Context: an optimization exercise on an open-source flow, tuned for small area. The choices shown serve that exercise and are no tape-out recipe.
RTL that was checked went through simulation tests only; none was proved equivalent to the original.
Power and IR drop assume default switching activity.

==> inputs of run a <==
Design cpu_top, start of the top module:
module cpu_top (
    input  logic                     clk,
    input  logic                     arst_n,
    input  logic [cpu_pkg::XLEN-1:0] mem_rdata,
    output cpu_pkg::mem_req_t        mem_req,
    output logic                     halted
);
    typedef enum logic [2:0] {
        S_CLEAR,
        S_FETCH,
        S_EX1,
        S_EX2,
        S_EX3,
        S_HALT
    } state_e;
    typedef enum logic [2:0] {
        C_ALU,
        C_SHIFT,
        C_ADDI,
        C_LUI,
        C_LD,
        C_SD,
        C_BEQ,
        C_JAL
    } class_e;
    state_e      state;
    logic [5:0]  cnt;
    class_e      cls;
    logic [31:7] ir;
    logic [31:1][63:0] rf;
    logic [63:0] p_q;
    logic [63:0] w_q;
    logic        cy;
    logic        eq;       
    logic [5:0]  shamt;    
    assign eq    = ir[12];
    assign shamt = ir[30:25];
    logic [31:0] nw;
    logic [6:0]  n_op;
    logic [2:0]  n_f3;
    logic [6:0]  n_f7;
    logic        n_legal;
    class_e      n_cls;
    assign nw   = mem_rdata[31:0];
    assign n_op = nw[6:0];
    assign n_f3 = nw[14:12];
    assign n_f7 = nw[31:25];
    always_comb begin
        n_legal = 1'b1;
        n_cls   = C_ALU;
        case (n_op)
            7'b0110011: begin
                if (n_f7 == 7'b0000000) begin
                    case (n_f3)
                        3'b000, 3'b100, 3'b110, 3'b111: n_cls = C_ALU;
                        3'b001, 3'b101:                 n_cls = C_SHIFT;
                        default:                        n_legal = 1'b0;
                    endcase
                end else if (n_f7 != 7'b0100000 || n_f3 != 3'b000) begin
  ...
==> flow/config.mk <==
export PLATFORM = sky130hd
export DESIGN_NAME = cpu_top
export DESIGN_NICKNAME = cpu_top
export VERILOG_FILES = /design/flow/design.v
export SDC_FILE = /design/flow/constraint.sdc
export NUM_CORES = 4
export LEC_CHECK = 0
export CAP_MARGIN = 20
export CORE_MARGIN = 2
export CORE_UTILIZATION = 70
export SETUP_SLACK_MARGIN = 0.5
export SLEW_MARGIN = 20
==> flow/constraint.sdc <==
create_clock -name core_clock -period 14.0 [get_ports {clk}]
set_input_delay 2.8000 -clock core_clock [delete_from_list [all_inputs] [get_ports {clk}]]
set_output_delay 2.8000 -clock core_clock [all_outputs]
set_load 0.01 [all_outputs]
standard.sh (not shown) runs the stock make flow with config.mk's settings and CLKGATE_MAP_FILE= SYNTH_SCRIPT=/design/flow/synth_recipe.tcl, a recipe that flattens the netlist after the stock synthesis.
==> flow/flow/run.sh <==
#!/bin/bash
# Standard ORFS layout with a smaller port buffer cell and a leaner clock tree
# (clkbuf_8 leaves over small sink clusters, no dummy loads).
set -euo pipefail
export BUFFER_PORTS_ARGS="-buffer_cell sky130_fd_sc_hd__buf_1"
export CTS_ARGS="-sink_clustering_enable -repair_clock_nets -dont_use_dummy_load -sink_clustering_size 20 -sink_clustering_max_diameter 50 -buf_list {sky130_fd_sc_hd__clkbuf_8}"
bash standard.sh finish > flow_make.log 2>&1
==> inputs of run b, as changes to run a <==
--- a/flow/design.v
+++ b/flow/design.v
@@ -36,18 +36,16 @@
     logic [5:0]  cnt;
     class_e      cls;
     logic [31:7] ir;
     logic [31:1][63:0] rf;
     logic [63:0] p_q;
     logic [63:0] w_q;
     logic        cy;
-    logic        eq;       
-    logic [5:0]  shamt;    
-    assign eq    = ir[12];
-    assign shamt = ir[30:25];
+    logic        eq;
+    logic [5:0]  shamt;
     logic [31:0] nw;
     logic [6:0]  n_op;
     logic [2:0]  n_f3;
     logic [6:0]  n_f7;
     logic        n_legal;
     class_e      n_cls;
     assign nw   = mem_rdata[31:0];
@@ -86,22 +84,20 @@
     assign is_lui   = (cls == C_LUI);
     assign is_ld    = (cls == C_LD);
     assign is_sd    = (cls == C_SD);
     assign is_beq   = (cls == C_BEQ);
     assign is_jal   = (cls == C_JAL);
     assign is_sub   = is_alu & ir[30];
     assign is_sll   = ~ir[14];
-    logic [4:0] rs1_a, rs2_a, rd_a, rb_a;
-    logic       rs2_nz, rd_nz;
+    logic [4:0] rs1_a, rs2_a, rd_a;
+    logic       rs2_nz;
     assign rs1_a  = ir[19:15];
     assign rs2_a  = ir[24:20];
     assign rd_a   = ir[11:7];
     assign rs2_nz = (rs2_a != 5'd0);
-    assign rd_nz  = (rd_a != 5'd0);
-    assign rb_a   = is_ld ? rd_a : rs2_a;
     logic imm_bit;
     always_comb begin
         imm_bit = ir[31];
         if (is_lui) begin
             if (cnt < 6'd12)      imm_bit = 1'b0;
             else if (cnt < 6'd31) imm_bit = ir[cnt[4:0]];
         end else if (is_jal) begin
@@ -119,15 +115,15 @@
             else if (cnt < 6'd11) imm_bit = ir[20 + cnt[3:0]];
         end else begin
             if (cnt < 6'd11)      imm_bit = ir[20 + cnt[3:0]];
         end
     end
     logic rs1_bit, rs2_bit;
     assign rs1_bit = (rs1_a == 5'd0) ? 1'b0 : rf[rs1_a][0];
-    assign rs2_bit = (rb_a == 5'd0) ? 1'b0 : rf[rb_a][0];
+    assign rs2_bit = (rs2_a == 5'd0) ? 1'b0 : rf[rs2_a][0];
     logic in_clear, in_fetch, in_ex1, in_ex2, in_ex3;
     assign in_clear = (state == S_CLEAR);
     assign in_fetch = (state == S_FETCH);
     assign in_ex1   = (state == S_EX1);
     assign in_ex2   = (state == S_EX2);
     assign in_ex3   = (state == S_EX3);
     logic op_a, op_b, cin, sum, cout;
@@ -149,61 +145,63 @@
     logic [5:0] tap_idx;
     logic       tap_bit, shift_bit;
     assign tap_idx   = is_sll ? (6'd0 - shamt) : shamt;
     assign tap_bit   = w_q[tap_idx];
     assign shift_bit = is_sll ? (tap_bit & (cnt >= shamt)) : tap_bit;
     logic res_bit;
     always_comb begin
-        if (is_shift)                res_bit = shift_bit;
-        else if (is_jal || is_sd || is_ld) res_bit = w_q[0];
+        if (in_ex3)                  res_bit = p_q[0];
+        else if (is_shift)           res_bit = shift_bit;
+        else if (is_jal || is_sd)    res_bit = w_q[0];
         else if (is_lui)             res_bit = imm_bit;
         else if (is_addi)            res_bit = sum;
         else begin
             case (ir[14:12])
                 3'b100:  res_bit = rs1_bit ^ rs2_bit;
                 3'b110:  res_bit = rs1_bit | rs2_bit;
                 3'b111:  res_bit = rs1_bit & rs2_bit;
                 default: res_bit = sum;
             endcase
         end
     end
     logic       wen;
     logic [4:0] wa;
-    assign wen = (in_ex1 & ~is_shift & ~is_beq) |
+    assign wen = (in_ex1 & ~is_shift & ~is_beq & ~is_ld) |
                  (in_ex2 & (is_shift | is_sd)) |
                  in_ex3;
     assign wa  = is_sd ? rs2_a : rd_a;
     logic p_in, w_in;
     always_comb begin
         p_in = p_q[0];
         if (in_clear) begin
             p_in = 1'b0;
         end else if (in_ex1) begin
-            if (is_jal || is_sd || (is_ld && rd_nz)) p_in = sum;
+            if (is_jal || is_ld || is_sd)         p_in = sum;
             else if (!is_beq)                     p_in = w_q[0];
         end else if (in_ex2) begin
             if (is_beq)                           p_in = eq ? sum : w_q[0];
             else if (is_sd)                       p_in = rs2_nz ? rs2_bit : w_q[0];
-            else if (is_ld)                       p_in = rs2_bit;
+        end else if (in_ex3) begin
+            p_in = w_q[0];
         end
     end
     always_comb begin
         w_in = w_q[0];
         if (in_clear)                            w_in = 1'b0;
         else if (in_fetch)                       w_in = sum;
         else if (in_ex1 && is_shift)             w_in = rs1_bit;
         else if (in_ex1 && is_sd && rs2_nz)      w_in = rs2_bit;
-        else if (in_ex1 && is_ld)                w_in = 1'b0;
         else if (in_ex2 && is_shift && !is_sll)  w_in = 1'b0;
     end
-    logic ld_cap;
-    assign ld_cap = in_ex2 & is_ld & (cnt == 6'd1);
     always_ff @(posedge clk) begin
-        w_q <= {w_in, w_q[63:1]} | ({64{ld_cap}} & {mem_rdata[1:0], mem_rdata[63:2]});
-        p_q <= {p_in, p_q[63:1]};
+        w_q <= {w_in, w_q[63:1]};
+        if (in_ex2 && is_ld && cnt == 6'd1)
+            p_q <= {mem_rdata[1:0], mem_rdata[63:2]};
+        else
+            p_q <= {p_in, p_q[63:1]};
     end
     for (genvar r = 1; r < 32; r++) begin : g_rf
         logic sel;
         assign sel = in_clear | (wen & (wa == 5'(r)));
         always_ff @(posedge clk) begin
             rf[r] <= {sel ? (res_bit & ~in_clear) : rf[r][0], rf[r][63:1]};
         end
@@ -211,29 +209,29 @@
     always_ff @(posedge clk) begin
         cy <= cout;
         if (in_fetch && cnt == 6'd1) begin
             ir  <= nw[31:7];
             cls <= n_cls;
         end
         if (in_ex1 && is_beq)
-            ir[12] <= ((cnt == 6'd0) ? 1'b1 : eq) & (rs1_bit == rs2_bit);
+            eq <= ((cnt == 6'd0) ? 1'b1 : eq) & (rs1_bit == rs2_bit);
         if (in_ex1 && is_shift && cnt < 6'd6)
-            ir[30:25] <= {rs2_bit, ir[30:26]};
+            shamt <= {rs2_bit, shamt[5:1]};
     end
     state_e next_state;
     always_comb begin
         next_state = state;
         case (state)
             S_CLEAR: if (cnt == 6'd63) next_state = S_FETCH;
             S_FETCH: begin
                 if (cnt == 6'd1 && !n_legal) next_state = S_HALT;
                 else if (cnt == 6'd63)       next_state = S_EX1;
             end
             S_EX1: if (cnt == 6'd63)
-                next_state = (is_shift || is_beq || (is_ld && rd_nz) || is_sd) ? S_EX2 : S_FETCH;
+                next_state = (is_shift || is_beq || is_ld || is_sd) ? S_EX2 : S_FETCH;
             S_EX2: if (cnt == 6'd63) next_state = is_ld ? S_EX3 : S_FETCH;
             S_EX3: if (cnt == 6'd63) next_state = S_FETCH;
             default: next_state = S_HALT;
         endcase
     end
     always_ff @(posedge clk or negedge arst_n) begin
         if (!arst_n) begin
==> flow/flow/run.sh (replaced) <==
#!/bin/bash
# Standard ORFS layout with a smaller port buffer cell and a leaner clock tree.
set -euo pipefail
export BUFFER_PORTS_ARGS="-buffer_cell sky130_fd_sc_hd__buf_1"
export CTS_ARGS="-sink_clustering_enable -repair_clock_nets -dont_use_dummy_load -sink_clustering_size 18 -sink_clustering_max_diameter 50 -buf_list {sky130_fd_sc_hd__clkbuf_8}"
bash standard.sh finish > flow_make.log 2>&1
CORE_UTILIZATION = 35   (was 70)
==> qor summary <==
quantity	run b	run a
Global routing usage summed across all routing layers	0.101	0.268
Area share of fa/ha/maj cells after synthesis	0.00473	0.00503
Area enclosed by the die boundary	0.143 mm²	0.0718 mm²
Relative area change from synthesis to final layout	10.1%	7.25%
Proportion of total power due to net switching	0.191	0.197
Diode count	0	3
Syn Nets	2979	3036
Worst vdd ir	70.3 µV	140 µV
Status	finished clean	finished clean
Multi-input logic area	0.00514 mm²	0.00501 mm²
Core footprint	0.140 mm²	0.0687 mm²
Post-synthesis cell type count	84	67
Sink of the worst hold path	rf[1854]$_DFF_P_	rf[1409]$_DFF_P_
The RTL of run b was laid out without a check of its function.

## port drivers added, routing unchanged
Ports are ideal in the flow. The routed layouts listed here were re-timed in OpenROAD.
Step 1 assumes that a clkbuf_16 drives the clock port and a buf_2 every other input.
Step 2, shift: input delay + t, output delay - t, t = (earliest + latest rising clock arrival at the registers) / 2. This alone moves slack from input paths to output paths.
a / b / c = ideal / step 1 / step 2; a / b = the first two.
run	shift t [ns]	setup WS [ns]	clock arrival spread, ns
run a	0.828	6.363 / 6.363 / 6.363	0.115 / 0.114
run b	0.843	7.514 / 7.514 / 7.514	0.127 / 0.127
After both steps every run listed still meets setup and hold.
